Source: an optimization exercise on an open RTL-to-GDS flow (aim: small area). Production flows keep margins and buffers that such runs may drop. Only simulation tests tie the RTL to the original design; equivalence was not proved. No driver is modelled on the clock port, so clock power and skew are understated where the tree is cut down; a real chip needs a root buffer or a tree. Power is estimated from default activity; no workload was simulated.

## 04-16
==> module analogizer_top, before the edit <==
module analogizer_top (
	input  logic       i_clk,
	input  logic       i_rst,
	input  logic       i_ena,
	input  logic [1:0] i_video_mode,
	input  logic [7:0] i_r,
	input  logic [7:0] i_g,
	input  logic [7:0] i_b,
	input  logic       i_hsync,
	input  logic       i_vsync,
	input  logic       i_csync,
	input  logic       i_blank_n,
	input  logic       i_ce_pix,
	input  logic       i_poll_req,
	input  logic [7:4] i_bank0_in,
	output logic       o_poll_ack,
	output logic       o_busy,
	output logic [15:0] o_p1_buttons,
	output logic [15:0] o_p2_buttons,
	output logic [7:0] o_bank1_out,
	output logic [7:0] o_bank2_out,
	output logic [7:0] o_bank3_out,
	output logic       o_bank1_dir,
	output logic       o_bank2_dir,
	output logic       o_bank3_dir
);
	logic m0, m2, m3, pass_rg;
	assign m0 = i_video_mode == 2'd0;
	assign m2 = i_video_mode == 2'd2;
	assign m3 = i_video_mode == 2'd3;
	assign pass_rg = i_blank_n && !m3;
	logic [7:0] s1_rn, s1_g, s1_bn;
	logic s1_m2, s1_vs, s1_pix;
	logic hs_lvl;
	assign hs_lvl = m0 ? i_csync : (m3 ? i_hsync : 1'b1);
	always_ff @(posedge i_clk) begin
		s1_rn[7:2] <= ~(pass_rg ? i_r[7:2] : 6'd0);
		s1_rn[1]   <= ~(m2 ? (i_blank_n && i_r[1]) : i_blank_n);
		s1_rn[0]   <= ~(m2 ? (i_blank_n && i_r[0]) : hs_lvl);
		s1_g   <= pass_rg ? i_g : 8'd0;
		s1_bn  <= ~(m3 ? 8'hff : (i_blank_n ? i_b : 8'd0));
		s1_m2  <= m2;
		s1_vs  <= m0 ? 1'b1 : (m3 ? i_vsync : i_csync);
		s1_pix <= i_ce_pix;
	end
	logic [8:0] a_n, b_n, a_cn, b_cn;
	assign b_cn[0] = 1'b1;
	analogizer_ha u_ha_a (.i_a(s1_rn[0]), .i_b(s1_g[0]), .o_s(a_n[0]), .o_c(a_cn[1]));
	analogizer_fa u_fa_b (.i_a(s1_bn[0]), .i_b(s1_g[0]), .i_c(b_cn[0]), .o_s(b_n[0]), .o_c(b_cn[1]));
	genvar gi;
	generate
		for (gi = 1; gi < 8; gi++) begin : g_sub_ripple
			analogizer_fa u_fa_a (.i_a(s1_rn[gi]), .i_b(s1_g[gi]), .i_c(a_cn[gi]), .o_s(a_n[gi]), .o_c(a_cn[gi + 1]));
			analogizer_fa u_fa_b (.i_a(s1_bn[gi]), .i_b(s1_g[gi]), .i_c(b_cn[gi]), .o_s(b_n[gi]), .o_c(b_cn[gi + 1]));
		end
	endgenerate
	assign a_n[8] = a_cn[8];
	assign b_n[8] = b_cn[8];
	logic [5:0] y6, pb6_n, pr6;
	ypbpr_converter u_ypbpr (
		.i_an(a_n), .i_bn(b_n), .i_g(s1_g),
		.o_y(y6), .o_pb_n(pb6_n), .o_pr(pr6)
	);
	logic [5:0] s2_r_n, s2_g_n, s2_b_n;
	logic s2_hs_n, s2_vs, s2_bl_n, s2_pix;
	logic rst_q, rst_seen;
	always_ff @(posedge i_clk) begin
		s2_r_n <= s1_m2 ? ~pr6 : s1_rn[7:2];
		s2_g_n <= ~(s1_m2 ? y6 : s1_g[7:2]);
		s2_b_n <= s1_m2 ? pb6_n : s1_bn[7:2];
		s2_hs_n <= !s1_m2 && s1_rn[0];
		s2_vs  <= s1_vs;
		s2_bl_n <= !s1_m2 && s1_rn[1];
		s2_pix <= s1_pix;
		rst_q    <= i_rst;
		rst_seen <= i_rst || rst_q;
	end
	logic [7:0] step;
	logic idle, done, busy, sample, snac_latch, snac_pad_clk;
	logic [32:0] ring;
	assign idle    = !step[7] && step[6] && !step[3];
	assign done    = !step[7] && !step[6];
	assign busy    = step[7] || (step[6] && step[3]);
	assign sample  = step[7] && (step[2:0] == 3'd3);
	assign snac_latch   = !step[7] && step[3];
	assign snac_pad_clk = step[7] && step[2];
	assign o_poll_ack   = done;
	assign o_busy       = busy;
	logic step_load;
	logic [8:0] step_c;
	logic [7:0] step_inc;
	assign step_load = i_rst || (done && !i_poll_req);
	assign step_c[0] = busy || (idle && i_poll_req);
	genvar si;
	generate
		for (si = 0; si < 8; si++) begin : g_step_inc
			analogizer_ha u_ha (.i_a(step[si]), .i_b(step_c[si]), .o_s(step_inc[si]), .o_c(step_c[si + 1]));
		end
	endgenerate
	always_ff @(posedge i_clk)
		step <= step_load ? 8'd119 : step_inc;
	always_ff @(posedge i_clk) begin
		ring <= {ring[31:4], sample ? ~i_bank0_in[5] : ring[3], ring[2:0],
			sample ? ~i_bank0_in[6] : ring[32]};
	end
	logic [15:0] word1, word2;
	always_comb begin
		for (int k = 0; k < 16; k++) begin
			word1[k] = ring[(123 - 8 * k) % 33];
			word2[k] = ring[(127 - 8 * k) % 33];
		end
	end
	logic take, hold;
	assign take = (&step) && !i_rst;
	assign hold = !(&step) && !i_rst;
	analogizer_word_reg u_p1 (.i_clk(i_clk), .i_take(take), .i_hold(hold), .i_d(word1), .o_q(o_p1_buttons));
	analogizer_word_reg u_p2 (.i_clk(i_clk), .i_take(take), .i_hold(hold), .i_d(word2), .o_q(o_p2_buttons));
	logic pins_on, pins_next, vid_on;
	assign pins_next = !i_rst && i_ena;
	assign vid_on    = pins_next && !rst_seen;
	always_ff @(posedge i_clk) begin
		pins_on <= pins_next;
		o_bank3_out <= {~(s2_r_n | {6{!vid_on}}), !(s2_hs_n || !vid_on), pins_next & (rst_seen | s2_vs)};
		o_bank2_out <= {~(s2_b_n[0] | !vid_on), !(s2_bl_n || !vid_on), ~(s2_g_n | {6{!vid_on}})};
		o_bank1_out <= {snac_pad_clk & pins_next, snac_latch & pins_next, s2_pix & vid_on, ~(s2_b_n[5:1] | {5{!vid_on}})};
	end
	assign o_bank1_dir = pins_on;
	assign o_bank2_dir = pins_on;
	assign o_bank3_dir = pins_on;
endmodule
Settings: LEC_CHECK=0, CAP_MARGIN=20, CORE_MARGIN=2, CORE_UTILIZATION=60, SLEW_MARGIN=20, SYNTH_HIERARCHICAL=1; clock period 10.0 ns.
standard.sh (not shown) runs the stock make flow with config.mk's settings and CLKGATE_MAP_FILE= SYNTH_SCRIPT=/design/flow/synth_recipe.tcl, a recipe that flattens the netlist after the stock synthesis.
==> flow/flow/run.sh <==
#!/bin/bash
# The standard layout, with the smallest buffer on every port and a clock
# tree built by hand (flow/manual_cts.tcl) in place of TritonCTS. Each tool's
# output is in the ORFS logs under orfs/logs; make's own output is in flow.log.
set -euo pipefail
export BUFFER_PORTS_ARGS="-buffer_cell sky130_fd_sc_hd__buf_1"
export PRE_CTS_TCL="$PWD/flow/manual_cts.tcl"
export CLK_TREE_N=7
export CLK_ROOT_BUF=sky130_fd_sc_hd__clkbuf_4
export CLK_TREE_BUF=sky130_fd_sc_hd__clkbuf_8
export POST_CTS_TCL="$PWD/flow/post_cts.tcl"
bash standard.sh > flow.log 2>&1
Other scripts of this flow, unchanged in this note and not shown: flow/flow/manual_cts.tcl, flow/flow/post_cts.tcl
#### Input delta (10-04 over 04-16)
--- a/flow/design.v
+++ b/flow/design.v
@@ -348,21 +348,14 @@
 	assign snac_latch   = !step[7] && step[3];
 	assign snac_pad_clk = step[7] && step[2];
 	assign o_poll_ack   = done;
 	assign o_busy       = busy;
-	logic step_load;
-	logic [8:0] step_c;
-	logic [7:0] step_inc;
-	assign step_load = i_rst || (done && !i_poll_req);
-	assign step_c[0] = busy || (idle && i_poll_req);
-	genvar si;
-	generate
-		for (si = 0; si < 8; si++) begin : g_step_inc
-			analogizer_ha u_ha (.i_a(step[si]), .i_b(step_c[si]), .o_s(step_inc[si]), .o_c(step_c[si + 1]));
-		end
-	endgenerate
-	always_ff @(posedge i_clk)
-		step <= step_load ? 8'd119 : step_inc;
+	always_ff @(posedge i_clk) begin
+		if (i_rst || (done && !i_poll_req))
+			step <= 8'd119;
+		else if (busy || (idle && i_poll_req))
+			step <= step + 8'd1;
+	end
 	always_ff @(posedge i_clk) begin
 		ring <= {ring[31:4], sample ? ~i_bank0_in[5] : ring[3], ring[2:0],
 			sample ? ~i_bank0_in[6] : ring[32]};
 	end
Results
Area of the die essentially unchanged between 04-16 and 10-04.
In the reports for 10-04 and 04-16, the smaller global-route wire length before repair belongs to 04-16.
Compared with 04-16, in 10-04 final hold slack roughly the same, sequential share of layout area roughly the same.
10-04 has routed length on met2 above what 04-16 had.
10-04 and 04-16 ended up with nearly the same total non-filler cell area in the finished layout.
Higher relative contribution of sequential cells to total power was reported by 10-04, not 04-16.
Cmp 10-04 vs 04-16: part of the total power dissipated in combinational logic lower in 10-04
10-04 vs 04-16: internal power component down
10-04 vs 04-16, routed length on met1 went down by about 2.2%.
Vias per cell sits higher in 10-04 than in 04-16.
No run of this note takes its clock network from TritonCTS; it comes from the design's own scripts or RTL.

* * *

analogizer_top, a different RTL version from the one above (not shown whole).
For scale: roughly 150 flip-flops, ~7100 sq um of cells after synthesis.
==> module analogizer_ha, before the edit <==
module analogizer_ha (
	input  logic i_a,
	input  logic i_b,
	output logic o_s,
	output logic o_c
);
	assign o_s = i_a ^ i_b;
	assign o_c = i_a & i_b;
endmodule
==> module analogizer_top, before the edit <==
module analogizer_top (
	input  logic       i_clk,
	input  logic       i_rst,
	input  logic       i_ena,
	input  logic [1:0] i_video_mode,
	input  logic [7:0] i_r,
	input  logic [7:0] i_g,
	input  logic [7:0] i_b,
	input  logic       i_hsync,
	input  logic       i_vsync,
	input  logic       i_csync,
	input  logic       i_blank_n,
	input  logic       i_ce_pix,
	input  logic       i_poll_req,
	input  logic [7:4] i_bank0_in,
	output logic       o_poll_ack,
	output logic       o_busy,
	output logic [15:0] o_p1_buttons,
	output logic [15:0] o_p2_buttons,
	output logic [7:0] o_bank1_out,
	output logic [7:0] o_bank2_out,
	output logic [7:0] o_bank3_out,
	output logic       o_bank1_dir,
	output logic       o_bank2_dir,
	output logic       o_bank3_dir
);
	logic m0, m2, m3, pass_rg;
	assign m0 = i_video_mode == 2'd0;
	assign m2 = i_video_mode == 2'd2;
	assign m3 = i_video_mode == 2'd3;
	assign pass_rg = i_blank_n && !m3;
	logic [7:0] s1_rn, s1_g, s1_bn;
	logic s1_m2, s1_hs_n, s1_vs, s1_bl_n, s1_pix;   
	always_ff @(posedge i_clk) begin
		s1_rn  <= ~(pass_rg ? i_r : 8'd0);
		s1_g   <= pass_rg ? i_g : 8'd0;
		s1_bn  <= ~(m3 ? 8'hff : (i_blank_n ? i_b : 8'd0));
		s1_m2  <= m2;
		s1_hs_n <= ~(m0 ? i_csync : (m3 ? i_hsync : 1'b1));
		s1_vs  <= m0 ? 1'b1 : (m3 ? i_vsync : i_csync);
		s1_bl_n <= !(i_blank_n || m2);
		s1_pix <= i_ce_pix;
	end
	logic [8:0] a_n, b_n, a_cn, b_cn;
	assign b_cn[0] = 1'b1;
	analogizer_ha u_ha_a (.i_a(s1_rn[0]), .i_b(s1_g[0]), .o_s(a_n[0]), .o_c(a_cn[1]));
	analogizer_fa u_fa_b (.i_a(s1_bn[0]), .i_b(s1_g[0]), .i_c(b_cn[0]), .o_s(b_n[0]), .o_c(b_cn[1]));
	genvar gi;
	generate
		for (gi = 1; gi < 8; gi++) begin : g_sub_ripple
			analogizer_fa u_fa_a (.i_a(s1_rn[gi]), .i_b(s1_g[gi]), .i_c(a_cn[gi]), .o_s(a_n[gi]), .o_c(a_cn[gi + 1]));
			analogizer_fa u_fa_b (.i_a(s1_bn[gi]), .i_b(s1_g[gi]), .i_c(b_cn[gi]), .o_s(b_n[gi]), .o_c(b_cn[gi + 1]));
		end
	endgenerate
	assign a_n[8] = a_cn[8];
	assign b_n[8] = b_cn[8];
	logic [5:0] y6, pb6_n, pr6;
	ypbpr_converter u_ypbpr (
		.i_an(a_n), .i_bn(b_n), .i_g(s1_g),
		.o_y(y6), .o_pb_n(pb6_n), .o_pr(pr6)
	);
	logic [5:0] s2_r_n, s2_g_n, s2_b_n;
	logic s2_hs_n, s2_vs, s2_bl_n, s2_pix;
	logic rst_q, rst_seen;
	always_ff @(posedge i_clk) begin
		s2_r_n <= s1_m2 ? ~pr6 : s1_rn[7:2];
		s2_g_n <= ~(s1_m2 ? y6 : s1_g[7:2]);
		s2_b_n <= s1_m2 ? pb6_n : s1_bn[7:2];
		s2_hs_n <= s1_hs_n;
		s2_vs  <= s1_vs;
		s2_bl_n <= s1_bl_n;
		s2_pix <= s1_pix;
		rst_q    <= i_rst;
		rst_seen <= i_rst || rst_q;
	end
	logic [7:0] step;
	logic idle, done, busy, sample, snac_latch, snac_pad_clk;
	logic [32:0] ring;
	assign idle    = !step[7] && step[6] && !step[3];
	assign done    = !step[7] && !step[6];
	assign busy    = step[7] || (step[6] && step[3]);
	assign sample  = step[7] && (step[2:0] == 3'd3);
	assign snac_latch   = !step[7] && step[3];
	assign snac_pad_clk = step[7] && step[2];
	assign o_poll_ack   = done;
	assign o_busy       = busy;
	always_ff @(posedge i_clk) begin
		if (i_rst || (done && !i_poll_req))
			step <= 8'd119;
		else if (busy || (idle && i_poll_req))
			step <= step + 8'd1;
	end
	always_ff @(posedge i_clk) begin
		ring <= {ring[31:4], sample ? ~i_bank0_in[5] : ring[3], ring[2:0],
			sample ? ~i_bank0_in[6] : ring[32]};
	end
	logic [15:0] word1, word2;
	always_comb begin
		for (int k = 0; k < 16; k++) begin
			word1[k] = ring[(123 - 8 * k) % 33];
			word2[k] = ring[(127 - 8 * k) % 33];
		end
	end
	logic take, hold;
	assign take = (&step) && !i_rst;
	assign hold = !(&step) && !i_rst;
	analogizer_word_reg u_p1 (.i_clk(i_clk), .i_take(take), .i_hold(hold), .i_d(word1), .o_q(o_p1_buttons));
	analogizer_word_reg u_p2 (.i_clk(i_clk), .i_take(take), .i_hold(hold), .i_d(word2), .o_q(o_p2_buttons));
	logic pins_on, pins_next, vid_on;
	assign pins_next = !i_rst && i_ena;
	assign vid_on    = pins_next && !rst_seen;
	always_ff @(posedge i_clk) begin
		pins_on <= pins_next;
		o_bank3_out <= {~(s2_r_n | {6{!vid_on}}), !(s2_hs_n || !vid_on), pins_next & (rst_seen | s2_vs)};
		o_bank2_out <= {~(s2_b_n[0] | !vid_on), !(s2_bl_n || !vid_on), ~(s2_g_n | {6{!vid_on}})};
		o_bank1_out <= {snac_pad_clk & pins_next, snac_latch & pins_next, s2_pix & vid_on, ~(s2_b_n[5:1] | {5{!vid_on}})};
	end
	assign o_bank1_dir = pins_on;
	assign o_bank2_dir = pins_on;
	assign o_bank3_dir = pins_on;
endmodule
Settings: LEC_CHECK=0, CAP_MARGIN=20, CORE_MARGIN=2, CORE_UTILIZATION=60, SLEW_MARGIN=20, SYNTH_HIERARCHICAL=1; clock period 10.0 ns.
==> flow/flow/run.sh <==
#!/bin/bash
# The standard layout, with the smallest buffer on every port and a clock
# tree built by hand (flow/manual_cts.tcl) in place of TritonCTS. Each tool's
# output is in the ORFS logs under orfs/logs; make's own output is in flow.log.
set -euo pipefail
export BUFFER_PORTS_ARGS="-buffer_cell sky130_fd_sc_hd__buf_1"
export PRE_CTS_TCL="$PWD/flow/manual_cts.tcl"
export CLK_TREE_N=8
export CLK_ROOT_BUF=sky130_fd_sc_hd__clkbuf_8
export CLK_TREE_BUF=sky130_fd_sc_hd__clkbuf_8
export POST_CTS_TCL="$PWD/flow/post_cts.tcl"
bash standard.sh > flow.log 2>&1
Other scripts of this flow, unchanged in this note and not shown: flow/flow/manual_cts.tcl, flow/flow/post_cts.tcl
Next try:
--- a/flow/design.v
+++ b/flow/design.v
@@ -8,17 +8,8 @@
 );
 	assign o_s = i_a ^ i_b ^ i_c;
 	assign o_c = (i_a & i_b) | (i_a & i_c) | (i_b & i_c);
 endmodule
-module analogizer_ha (
-	input  logic i_a,
-	input  logic i_b,
-	output logic o_s,
-	output logic o_c
-);
-	assign o_s = i_a ^ i_b;
-	assign o_c = i_a & i_b;
-endmodule
 module ypbpr_converter (
 	input  logic [8:0] i_an,  
 	input  logic [8:0] i_bn,  
 	input  logic [7:0] i_g,
@@ -292,26 +283,25 @@
 	assign m2 = i_video_mode == 2'd2;
 	assign m3 = i_video_mode == 2'd3;
 	assign pass_rg = i_blank_n && !m3;
 	logic [7:0] s1_rn, s1_g, s1_bn;
-	logic s1_m2, s1_hs_n, s1_vs, s1_bl_n, s1_pix;   
+	logic s1_m2, s1_hs, s1_vs, s1_bl, s1_pix;
 	always_ff @(posedge i_clk) begin
 		s1_rn  <= ~(pass_rg ? i_r : 8'd0);
 		s1_g   <= pass_rg ? i_g : 8'd0;
 		s1_bn  <= ~(m3 ? 8'hff : (i_blank_n ? i_b : 8'd0));
 		s1_m2  <= m2;
-		s1_hs_n <= ~(m0 ? i_csync : (m3 ? i_hsync : 1'b1));
+		s1_hs  <= m0 ? i_csync : (m3 ? i_hsync : 1'b1);
 		s1_vs  <= m0 ? 1'b1 : (m3 ? i_vsync : i_csync);
-		s1_bl_n <= !(i_blank_n || m2);
+		s1_bl  <= i_blank_n || m2;
 		s1_pix <= i_ce_pix;
 	end
 	logic [8:0] a_n, b_n, a_cn, b_cn;
+	assign a_cn[0] = 1'b0;
 	assign b_cn[0] = 1'b1;
-	analogizer_ha u_ha_a (.i_a(s1_rn[0]), .i_b(s1_g[0]), .o_s(a_n[0]), .o_c(a_cn[1]));
-	analogizer_fa u_fa_b (.i_a(s1_bn[0]), .i_b(s1_g[0]), .i_c(b_cn[0]), .o_s(b_n[0]), .o_c(b_cn[1]));
 	genvar gi;
 	generate
-		for (gi = 1; gi < 8; gi++) begin : g_sub_ripple
+		for (gi = 0; gi < 8; gi++) begin : g_sub_ripple
 			analogizer_fa u_fa_a (.i_a(s1_rn[gi]), .i_b(s1_g[gi]), .i_c(a_cn[gi]), .o_s(a_n[gi]), .o_c(a_cn[gi + 1]));
 			analogizer_fa u_fa_b (.i_a(s1_bn[gi]), .i_b(s1_g[gi]), .i_c(b_cn[gi]), .o_s(b_n[gi]), .o_c(b_cn[gi + 1]));
 		end
 	endgenerate
@@ -322,17 +312,17 @@
 		.i_an(a_n), .i_bn(b_n), .i_g(s1_g),
 		.o_y(y6), .o_pb_n(pb6_n), .o_pr(pr6)
 	);
 	logic [5:0] s2_r_n, s2_g_n, s2_b_n;
-	logic s2_hs_n, s2_vs, s2_bl_n, s2_pix;
+	logic s2_hs, s2_vs, s2_bl, s2_pix;
 	logic rst_q, rst_seen;
 	always_ff @(posedge i_clk) begin
 		s2_r_n <= s1_m2 ? ~pr6 : s1_rn[7:2];
 		s2_g_n <= ~(s1_m2 ? y6 : s1_g[7:2]);
 		s2_b_n <= s1_m2 ? pb6_n : s1_bn[7:2];
-		s2_hs_n <= s1_hs_n;
+		s2_hs  <= s1_hs;
 		s2_vs  <= s1_vs;
-		s2_bl_n <= s1_bl_n;
+		s2_bl  <= s1_bl;
 		s2_pix <= s1_pix;
 		rst_q    <= i_rst;
 		rst_seen <= i_rst || rst_q;
 	end
@@ -373,10 +363,10 @@
 	assign pins_next = !i_rst && i_ena;
 	assign vid_on    = pins_next && !rst_seen;
 	always_ff @(posedge i_clk) begin
 		pins_on <= pins_next;
-		o_bank3_out <= {~(s2_r_n | {6{!vid_on}}), !(s2_hs_n || !vid_on), pins_next & (rst_seen | s2_vs)};
-		o_bank2_out <= {~(s2_b_n[0] | !vid_on), !(s2_bl_n || !vid_on), ~(s2_g_n | {6{!vid_on}})};
+		o_bank3_out <= {~(s2_r_n | {6{!vid_on}}), s2_hs & vid_on, pins_next & (rst_seen | s2_vs)};
+		o_bank2_out <= {~(s2_b_n[0] | !vid_on), s2_bl & vid_on, ~(s2_g_n | {6{!vid_on}})};
 		o_bank1_out <= {snac_pad_clk & pins_next, snac_latch & pins_next, s2_pix & vid_on, ~(s2_b_n[5:1] | {5{!vid_on}})};
 	end
 	assign o_bank1_dir = pins_on;
 	assign o_bank2_dir = pins_on;
The new run completed with no timing, DRC or antenna violations.
Global-route usage goes up by 0.15 points.
Final cell count goes up by 0.95%.
Synthesized area increases by 0.34%.
Worst hold slack is about the same.
Cell area goes up by 0.37%.
Setup slack degrades by 0.21 ns.
Routed wire length goes up by 0.68%.
Critical path depth stays the same.
Power came out higher by 2.6%.
Clock skew hardly moves.
Core utilization increases by 0.24 points.
Maximum frequency is lower by 2.3%.
Die area goes up by 0.32%.
Via count increases by 2.0%.
In every run of this note, the design's own scripts or RTL, not TritonCTS, make the clock network.

==> afterwards: timing with drivers on the ports <==
The flow's constraints put no driver on any port. The routed layouts listed below were extracted and timed again, unchanged, in two steps. Step 1 sets driving cells, clkbuf_16 on the clock port and buf_2 on the other inputs (assumed; they add their load-dependent delay and slew). Step 2 also shifts input and output timing later by t, the mid clock arrival at the registers, as if the neighbouring blocks saw the same clock. Three values: ideal ports, drivers, drivers and shift; two values: the first two.
run | t, ns | slack for setup (ns) | cell pins on the clock port's net
04-16 | 0.475 | 0.777 / 0.777 / 0.777 | 1
10-04 | 0.502 | 0.665 / 0.665 / 0.665 | 1
the first run of note 2 | 0.410 | 0.786 / 0.786 / 0.786 | 1
the second run of note 2 | 0.417 | 0.572 / 0.572 / 0.572 | 1
After both steps every run listed still meets setup and hold.
